From an optimization exercise on the open Yosys and OpenROAD flow, aimed at small area, a short achievable clock period and few clock cycles per item; shortcuts taken in it are not production practice. At most, simulation tests tie the RTL to the original design; equivalence was not proved. No activity file was given, so power comes from the tool's default toggle rates.

==> trial 61: inputs <==
Design bmp_stream_to_rgba_decoder, start of the top module:
module bmp_stream_to_rgba_decoder (
    input  wire logic           aclk,
    input  wire logic           aresetn,
    input  wire logic           s_tvalid,
    output logic                s_tready,
    input  wire logic [7:0]     s_tdata,
    input  wire logic           s_tlast,
    output logic                m_tvalid,
    input  wire logic           m_tready,
    output logic [87:0]         m_tdata,
    output logic [1:0]          m_tuser,
    output logic                m_tlast
);
export LEC_CHECK = 0
export CAP_MARGIN = 20
export CORE_MARGIN = 2
export CORE_UTILIZATION = 70
export CTS_CLUSTER_DIAMETER = 100
export CTS_CLUSTER_SIZE = 30
export SETUP_SLACK_MARGIN = 3.5
export SLEW_MARGIN = 20
create_clock -name core_clock -period 6.0 [get_ports {aclk}]
standard.sh (not shown) runs the stock make flow with config.mk's settings and CLKGATE_MAP_FILE= SYNTH_SCRIPT=/design/flow/synth_recipe.tcl, a recipe that flattens the netlist after the stock synthesis.
==> flow/flow/run.sh <==
#!/bin/bash
# Own layout flow: the standard flow (standard.sh) with one change, the buffer cell put on
# every input and output port (buf_2 instead of the one buffer_ports picks by itself).
# Each tool's output is in orfs/logs/; this script's own output goes to run_flow.log.
set -euo pipefail
bash standard.sh "BUFFER_PORTS_ARGS=-buffer_cell sky130_fd_sc_hd__buf_2" finish > run_flow.log 2>&1
==> inputs of trial 57, as changes to trial 61 <==
--- a/flow/design.v
+++ b/flow/design.v
@@ -103,194 +103,198 @@
                                  || (w[1:0] == 2'd3 && bip == 2'd2));
     assign row_end  = (pix_end && row_eol && !has_pad) || pad_end;
     assign ends_ok  = ph_ign || (hdr_end && hdr_bad) || (row_end && row_last);
     assign trunc    = s_tlast && !ends_ok;
     assign push     = acc && (hdr_end || pix_end || trunc);
     logic w_is1;
     assign w_is1 = (w == 13'd1);
     logic       hb_v;
+    logic [5:0] hb_pos;
     logic [7:0] hb_d;
     always_ff @(posedge aclk) begin
-        hb_v <= aresetn && acc && ph_hdr;
-        hb_d <= s_tdata;
+        hb_v   <= aresetn && acc && ph_hdr;
+        hb_pos <= pos;
+        hb_d   <= s_tdata;
     end
     logic [12:0] col_dec;
     assign col_dec = col - 13'd1;
     always_ff @(posedge aclk) begin
         if (!aresetn) begin
             ph_hdr  <= 1'b1;
             ph_skip <= 1'b0;
             ph_pix  <= 1'b0;
             ph_pad  <= 1'b0;
             ph_ign  <= 1'b0;
             pos     <= '0;
         end else begin
             if (br_lo) off_hi[9:0]   <= off_hi[9:0] - 10'd1;
             if (br_hi) off_hi[18:10] <= off_hi[18:10] - 9'd1;
             if (hb_v) begin
-                case (pos)
-                    6'd1:  sig_ok <= (hb_d == 8'h42);
-                    6'd2:  sig_ok <= sig_ok && (hb_d == 8'h4D);
-                    6'd11: begin
+                case (hb_pos)
+                    6'd0:  sig_ok <= (hb_d == 8'h42);
+                    6'd1:  sig_ok <= sig_ok && (hb_d == 8'h4D);
+                    6'd10: begin
                         col[7:0] <= hb_d;
                         off_lt   <= (hb_d[7:6] != '0);
                     end
-                    6'd12: begin
+                    6'd11: begin
                         col[12:8]   <= hb_d[4:0];
                         off_hi[2:0] <= hb_d[7:5];
                         off_lt      <= off_lt || (hb_d != 8'd0);
                     end
-                    6'd13: begin
+                    6'd12: begin
                         off_hi[10:3] <= hb_d;
                         off_lt       <= off_lt || (hb_d != 8'd0);
                     end
-                    6'd14: begin
+                    6'd13: begin
                         off_hi[18:11] <= hb_d;
                         off_lt        <= off_lt || (hb_d != 8'd0);
                     end
-                    6'd15: begin
+                    6'd14: begin
                         info_ok <= (hb_d >= 8'd40);
                         off_lt  <= !off_lt && (col[5:0] < 6'd54);
                         off_eq  <= !off_lt && (col[5:0] == 6'd54);
                     end
-                    6'd16, 6'd17, 6'd18: info_ok <= info_ok || (hb_d != 8'd0);
-                    6'd19: begin
+                    6'd15, 6'd16, 6'd17: info_ok <= info_ok || (hb_d != 8'd0);
+                    6'd18: begin
                         w[7:0] <= hb_d;
                         w_sz   <= (hb_d != 8'd0);
                     end
-                    6'd20: begin
+                    6'd19: begin
                         w[12:8] <= hb_d[4:0];
                         w_sz    <= w_sz || (hb_d != 8'd0);
                         w_big   <= (hb_d[7:5] != '0)
                                    || (hb_d[4] && (hb_d[3:0] != '0 || w[7:0] != '0));
                     end
-                    6'd21: begin
+                    6'd20: begin
                         w_sz  <= w_sz || (hb_d != 8'd0);
                         w_big <= w_big || (hb_d != 8'd0);
                     end
-                    6'd22: begin
+                    6'd21: begin
                         w_sz  <= hb_d[7] || !(w_sz || hb_d != 8'd0);
                         w_big <= w_big || (hb_d[6:0] != '0);
                     end
-                    6'd23: begin
+                    6'd22: begin
                         h[7:0] <= hb_d;
                         h_sz   <= (hb_d != 8'd0);
                     end
-                    6'd24: begin
+                    6'd23: begin
                         h[12:8] <= hb_d[4:0];
                         hz      <= (hb_d[7:5] == 3'b000);
                         ho      <= (hb_d[7:5] == 3'b111);
                         h_sz    <= h_sz || (hb_d != 8'd0);
                         h_big   <= hb_d[4] && (hb_d[3:0] != '0 || h[7:0] != '0);
                     end
-                    6'd25: begin
+                    6'd24: begin
                         hz   <= hz && (hb_d == 8'h00);
                         ho   <= ho && (hb_d == 8'hFF);
                         h_sz <= h_sz || (hb_d != 8'd0);
                     end
-                    6'd26: begin
+                    6'd25: begin
                         hz    <= hz && (hb_d == 8'h00);
                         ho    <= ho && (hb_d == 8'hFF);
                         h_sz  <= !(h_sz || hb_d != 8'd0);
                         h_big <= (ho && hb_d == 8'hFF) ? !h[12]
                                : (hz && hb_d == 8'h00) ? h_big : 1'b1;
                     end
-                    6'd27: begin
+                    6'd26: begin
                         fmt_ok <= (hb_d == 8'd1);
                         h      <= ho ? 13'd0 - h : h;
                     end
-                    6'd29: begin
+                    6'd28: begin
                         fmt_ok <= fmt_ok && (hb_d == 8'd24 || hb_d == 8'd32);
                         wide   <= (hb_d == 8'd32);
                     end
-                    6'd30: begin
+                    6'd29: begin
                         fmt_ok <= fmt_ok && (hb_d == 8'd0);
                         wide   <= wide && (hb_d == 8'd0);
                     end
-                    6'd28: begin
+                    6'd27: begin
                         fmt_ok <= fmt_ok && (hb_d == 8'd0);
                         last_f <= (h == 13'd1);
                     end
-                    6'd31: begin
+                    6'd30: begin
                         fmt_ok  <= fmt_ok && (hb_d == 8'd0);
                         has_pad <= !wide && (w[1:0] != 2'd0);
                     end
-                    6'd32, 6'd33, 6'd34:
+                    6'd31, 6'd32, 6'd33:
                         fmt_ok <= fmt_ok && (hb_d == 8'd0);
                     default: ;
                 endcase
             end
-            if (acc) begin
-                if (ph_hdr) begin
-                    pos <= pos + 6'd1;
-                    if (pos == 6'd53) begin
+          if (acc) begin
+            if (ph_hdr) begin
+                pos <= pos + 6'd1;
+                if (pos == 6'd53) begin
                         ph_hdr <= 1'b0;
                         pos    <= '0;
                         if (hdr_bad) begin
                             ph_ign <= 1'b1;
-                        end else if (off_eq) begin
-                            col    <= w;
-                            eol_f  <= w_is1;
-                            ph_pix <= 1'b1;
                         end else begin
-                            ph_skip <= 1'b1;
+                            if (off_eq) begin
+                                col    <= w;
+                                eol_f  <= w_is1;
+                                ph_pix <= 1'b1;
+                            end else begin
+                                ph_skip <= 1'b1;
+                            end
                         end
-                    end
                 end
-                if (ph_skip) begin
-                    if (off_hi_z && col == 13'd55) begin
-                        col     <= w;
-                        eol_f   <= w_is1;
-                        ph_skip <= 1'b0;
-                        ph_pix  <= 1'b1;
-                    end else begin
-                        col    <= col_dec;
-                    end
-                end
-                if (ph_pix) begin
-                    if (pix_end) begin
-                        pos[1:0] <= '0;
-                        col      <= row_eol ? w : col_dec;
-                        eol_f    <= row_eol ? w_is1 : (col == 13'd2);
-                        if (row_eol && has_pad) begin
-                            ph_pix <= 1'b0;
-                            ph_pad <= 1'b1;
-                        end
-                    end else begin
-                        pos[1:0] <= bip + 2'd1;
-                    end
-                end
-                if (ph_pad) begin
-                    if (pad_end) begin
-                        pos[1:0] <= '0;
-                        ph_pad   <= 1'b0;
-                        ph_pix   <= 1'b1;
-                    end else begin
-                        pos[1:0] <= bip + 2'd1;
-                    end
+            end
+            if (ph_skip) begin
+                if (off_hi_z && col == 13'd55) begin
+                    col     <= w;
+                    eol_f   <= w_is1;
+                    ph_skip <= 1'b0;
+                    ph_pix  <= 1'b1;
+                end else begin
+                    col    <= col_dec;
                 end
-                if (row_end) begin
-                    h      <= h - 13'd1;
-                    last_f <= (h == 13'd2);
-                    if (row_last) begin
+            end
+            if (ph_pix) begin
+                if (pix_end) begin
+                    pos[1:0] <= '0;
+                    col      <= row_eol ? w : col_dec;
+                    eol_f    <= row_eol ? w_is1 : (col == 13'd2);
+                    if (row_eol && has_pad) begin
                         ph_pix <= 1'b0;
-                        ph_pad <= 1'b0;
-                        ph_ign <= 1'b1;
+                        ph_pad <= 1'b1;
                     end
+                end else begin
+                    pos[1:0] <= bip + 2'd1;
                 end
-                if (s_tlast) begin
-                    ph_hdr  <= 1'b1;
-                    ph_skip <= 1'b0;
-                    ph_pix  <= 1'b0;
-                    ph_pad  <= 1'b0;
-                    ph_ign  <= 1'b0;
-                    pos     <= '0;
+            end
+            if (ph_pad) begin
+                if (pad_end) begin
+                    pos[1:0] <= '0;
+                    ph_pad   <= 1'b0;
+                    ph_pix   <= 1'b1;
+                end else begin
+                    pos[1:0] <= bip + 2'd1;
                 end
             end
+            if (row_end) begin
+                h      <= h - 13'd1;
+                last_f <= (h == 13'd2);
+                if (row_last) begin
+                    ph_pix <= 1'b0;
+                    ph_pad <= 1'b0;
+                    ph_ign <= 1'b1;
+                end
+            end
+            if (s_tlast) begin
+                ph_hdr  <= 1'b1;
+                ph_skip <= 1'b0;
+                ph_pix  <= 1'b0;
+                ph_pad  <= 1'b0;
+                ph_ign  <= 1'b0;
+                pos     <= '0;
+            end
+          end
         end
     end
     logic [1:0] p_tag;
     always_comb begin
         if (trunc || hdr_end)            p_tag = T_INFO;
         else if (row_eol && row_last)    p_tag = T_LAST;
         else if (row_eol)                p_tag = T_EOL;
         else                             p_tag = T_PIX;
@@ -371,22 +375,22 @@
         end else if (pop) begin
             o_valid <= 1'b1;
         end else if (m_tready) begin
             o_valid <= 1'b0;
         end
         if (pop) begin
             o_eol   <= hd_tag[0];
             o_first <= !hd_pix && !hd_data[15];
-            o_last  <= 1'b0;
-            o_err   <= '0;
-            o_r     <= '0;
-            o_g     <= '0;
-            o_b     <= '0;
-            o_a     <= '0;
+            o_last <= 1'b0;
+            o_err  <= '0;
+            o_r    <= '0;
+            o_g    <= '0;
+            o_b    <= '0;
+            o_a    <= '0;
             if (hd_pix) begin
                 o_kind <= bmpd_pkg::KIND_PIXEL;
                 o_last <= hd_tag[1];
                 o_r    <= hd_data[23:16];
                 o_g    <= hd_data[15:8];
                 o_b    <= hd_data[7:0];
                 o_a    <= hd_data[31:24];
                 if (first || o_eol) begin
- CORE_UTILIZATION: 70 -> 60
- SETUP_SLACK_MARGIN: 3.5 -> 3.9
==> inputs of trial 79, as changes to trial 61 <==
--- a/flow/design.v
+++ b/flow/design.v
@@ -214,83 +214,85 @@
                         fmt_ok  <= fmt_ok && (hb_d == 8'd0);
                         has_pad <= !wide && (w[1:0] != 2'd0);
                     end
                     6'd32, 6'd33, 6'd34:
                         fmt_ok <= fmt_ok && (hb_d == 8'd0);
                     default: ;
                 endcase
             end
-            if (acc) begin
-                if (ph_hdr) begin
-                    pos <= pos + 6'd1;
-                    if (pos == 6'd53) begin
+          if (acc) begin
+            if (ph_hdr) begin
+                pos <= pos + 6'd1;
+                if (pos == 6'd53) begin
                         ph_hdr <= 1'b0;
                         pos    <= '0;
                         if (hdr_bad) begin
                             ph_ign <= 1'b1;
-                        end else if (off_eq) begin
-                            col    <= w;
-                            eol_f  <= w_is1;
-                            ph_pix <= 1'b1;
                         end else begin
-                            ph_skip <= 1'b1;
+                            if (off_eq) begin
+                                col    <= w;
+                                eol_f  <= w_is1;
+                                ph_pix <= 1'b1;
+                            end else begin
+                                ph_skip <= 1'b1;
+                            end
                         end
-                    end
-                end
-                if (ph_skip) begin
-                    if (off_hi_z && col == 13'd55) begin
-                        col     <= w;
-                        eol_f   <= w_is1;
-                        ph_skip <= 1'b0;
-                        ph_pix  <= 1'b1;
-                    end else begin
-                        col    <= col_dec;
-                    end
-                end
-                if (ph_pix) begin
-                    if (pix_end) begin
-                        pos[1:0] <= '0;
-                        col      <= row_eol ? w : col_dec;
-                        eol_f    <= row_eol ? w_is1 : (col == 13'd2);
-                        if (row_eol && has_pad) begin
-                            ph_pix <= 1'b0;
-                            ph_pad <= 1'b1;
-                        end
-                    end else begin
-                        pos[1:0] <= bip + 2'd1;
-                    end
                 end
-                if (ph_pad) begin
-                    if (pad_end) begin
-                        pos[1:0] <= '0;
-                        ph_pad   <= 1'b0;
-                        ph_pix   <= 1'b1;
-                    end else begin
-                        pos[1:0] <= bip + 2'd1;
-                    end
+            end
+            if (ph_skip) begin
+                if (off_hi_z && col == 13'd55) begin
+                    col     <= w;
+                    eol_f   <= w_is1;
+                    ph_skip <= 1'b0;
+                    ph_pix  <= 1'b1;
+                end else begin
+                    col    <= col_dec;
                 end
-                if (row_end) begin
-                    h      <= h - 13'd1;
-                    last_f <= (h == 13'd2);
-                    if (row_last) begin
+            end
+            if (ph_pix) begin
+                if (pix_end) begin
+                    pos[1:0] <= '0;
+                    col      <= row_eol ? w : col_dec;
+                    eol_f    <= row_eol ? w_is1 : (col == 13'd2);
+                    if (row_eol && has_pad) begin
                         ph_pix <= 1'b0;
-                        ph_pad <= 1'b0;
-                        ph_ign <= 1'b1;
+                        ph_pad <= 1'b1;
                     end
+                end else begin
+                    pos[1:0] <= bip + 2'd1;
                 end
-                if (s_tlast) begin
-                    ph_hdr  <= 1'b1;
-                    ph_skip <= 1'b0;
-                    ph_pix  <= 1'b0;
-                    ph_pad  <= 1'b0;
-                    ph_ign  <= 1'b0;
-                    pos     <= '0;
+            end
+            if (ph_pad) begin
+                if (pad_end) begin
+                    pos[1:0] <= '0;
+                    ph_pad   <= 1'b0;
+                    ph_pix   <= 1'b1;
+                end else begin
+                    pos[1:0] <= bip + 2'd1;
                 end
             end
+            if (row_end) begin
+                h      <= h - 13'd1;
+                last_f <= (h == 13'd2);
+                if (row_last) begin
+                    ph_pix <= 1'b0;
+                    ph_pad <= 1'b0;
+                    ph_ign <= 1'b1;
+                end
+            end
+            if (s_tlast) begin
+                ph_hdr  <= 1'b1;
+                ph_skip <= 1'b0;
+                ph_pix  <= 1'b0;
+                ph_pad  <= 1'b0;
+                ph_ign  <= 1'b0;
+                pos     <= '0;
+            end
+          end
         end
     end
     logic [1:0] p_tag;
     always_comb begin
         if (trunc || hdr_end)            p_tag = T_INFO;
         else if (row_eol && row_last)    p_tag = T_LAST;
         else if (row_eol)                p_tag = T_EOL;
         else                             p_tag = T_PIX;
@@ -371,22 +373,22 @@
         end else if (pop) begin
             o_valid <= 1'b1;
         end else if (m_tready) begin
             o_valid <= 1'b0;
         end
         if (pop) begin
             o_eol   <= hd_tag[0];
             o_first <= !hd_pix && !hd_data[15];
-            o_last  <= 1'b0;
-            o_err   <= '0;
-            o_r     <= '0;
-            o_g     <= '0;
-            o_b     <= '0;
-            o_a     <= '0;
+            o_last <= 1'b0;
+            o_err  <= '0;
+            o_r    <= '0;
+            o_g    <= '0;
+            o_b    <= '0;
+            o_a    <= '0;
             if (hd_pix) begin
                 o_kind <= bmpd_pkg::KIND_PIXEL;
                 o_last <= hd_tag[1];
                 o_r    <= hd_data[23:16];
                 o_g    <= hd_data[15:8];
                 o_b    <= hd_data[7:0];
                 o_a    <= hd_data[31:24];
                 if (first || o_eol) begin
- SETUP_SLACK_MARGIN: 3.5 -> 3.6
==> inputs of trial 34, as changes to trial 61 <==
- CORE_UTILIZATION: 70 -> 78
==> summary of the runs <==
- The highest critical path depth belongs to trial 79, the lowest to trial 61.
- Against trial 61, the area after synthesis of trial 57 is larger by 2.0%.
- In clock-buffer cell count, trial 79 and trial 61 do not differ.
- The highest non-clock buffer count belongs to trial 57, the lowest to trial 61.
- Against trial 34, the cell area of trial 79 is larger by 3.1%.
- The highest via count belongs to trial 57, the lowest to trial 61.
- Clock power is about the same in trial 57 and trial 34.
- Trial 61 produced a clean layout. Trial 57 went through all stages and came out clean. Trial 79 went through all stages and came out clean. Trial 34 went through all stages and came out clean.
- Between trial 34 and trial 57, the lower fmax is in trial 34 (gap 0.50%, measured against trial 57).
==> figures <==
metric                                                                           trial 79        trial 61        trial 57        trial 34
Master of the slowest instance on the critical path                               dfxtp_4         dfxtp_1        edfxtp_1        a222oi_1
Final critical path time including I/O delays and setup                          2.551 ns        2.584 ns        2.548 ns        2.561 ns
Hold path cells                                                                         2               2               0               1
Syn Area/Cell                                                                  11.38 um^2      11.38 um^2      11.20 um^2      11.38 um^2
Number of search-and-repair iterations in the first detailed-routing pass               6               8               7               8
Met2 routing resource usage after global routing                                   0.5505          0.5380          0.5128          0.6684
Area of combinational cells with multiple inputs                                6105 um^2       5884 um^2       6993 um^2       5881 um^2
Outcome                                                                    finished clean  finished clean  finished clean  finished clean
Sw Share                                                                           0.2673          0.2591          0.2732          0.2713
Wire length per cell after detailed routing                                      21.23 um        20.76 um        21.14 um        23.87 um
GP Congestion                                                                      0.9855           1.004          0.8737           1.002
Logic depth of the worst register-to-register path                                     11               6               9               8
Worst path most repeated cell                                                       buf_6               -        o211ai_1               -
Combinational power share                                                           0.160           0.153           0.210           0.158
Internal power of the cells                                                    0.003173 W      0.003213 W      0.003416 W      0.003178 W
Peak ir drop on the vdd network                                               0.0002783 V     0.0002710 V     0.0002048 V     0.0002382 V
Reg2Reg Setup Slack                                                               3.45 ns         3.42 ns         3.45 ns         3.44 ns
Testbench counts of trial 61, summed over its fixed seeds: cycles 520,358, bytes 477,256.
Testbench counts of trial 57, summed over its fixed seeds: cycles 520,358, bytes 477,256.
Testbench counts of trial 34, summed over its fixed seeds: cycles 520,358, bytes 477,256.
For trial 79, only the layout was checked, not whether the RTL still works.

[re-timing with driven ports]
The flow's constraints put no driver on any port. The routed layouts listed below were extracted and timed again, unchanged, in two steps. Step 1 assumes that a clkbuf_16 drives the clock port and a buf_2 every other input. Step 2, shift: input delay + t, output delay - t, t = (earliest + latest rising clock arrival at the registers) / 2. This alone moves slack from input paths to output paths. Slacks: ideal ports / drivers / drivers and shift; pairs: ideal ports / drivers.
| run | t, ns | slack for setup (ns) | hold WS [ns] | latest minus earliest clock arrival (ns) | slew at the worst register clock pin (ns) |
|---|---|---|---|---|---|
| trial 61 | 0.540 | 3.416 / 3.416 / 3.052 | 0.503 / 0.503 / 0.503 | 0.023 / 0.023 | 0.12 / 0.12 |
| trial 57 | 0.550 | 3.452 / 3.452 / 3.199 | 0.428 / 0.428 / 0.428 | 0.022 / 0.022 | 0.12 / 0.12 |
| trial 79 | 0.554 | 3.449 / 3.449 / 3.153 | 0.504 / 0.504 / 0.504 | 0.044 / 0.044 | 0.12 / 0.12 |
| trial 34 | 0.532 | 3.439 / 3.439 / 3.154 | 0.514 / 0.514 / 0.514 | 0.051 / 0.051 | 0.12 / 0.12 |
After both steps every run listed still meets setup and hold. For trial 61, which loses most, drivers alone change the setup slack by 0.000 ns; drivers and shift together by -0.364 ns.
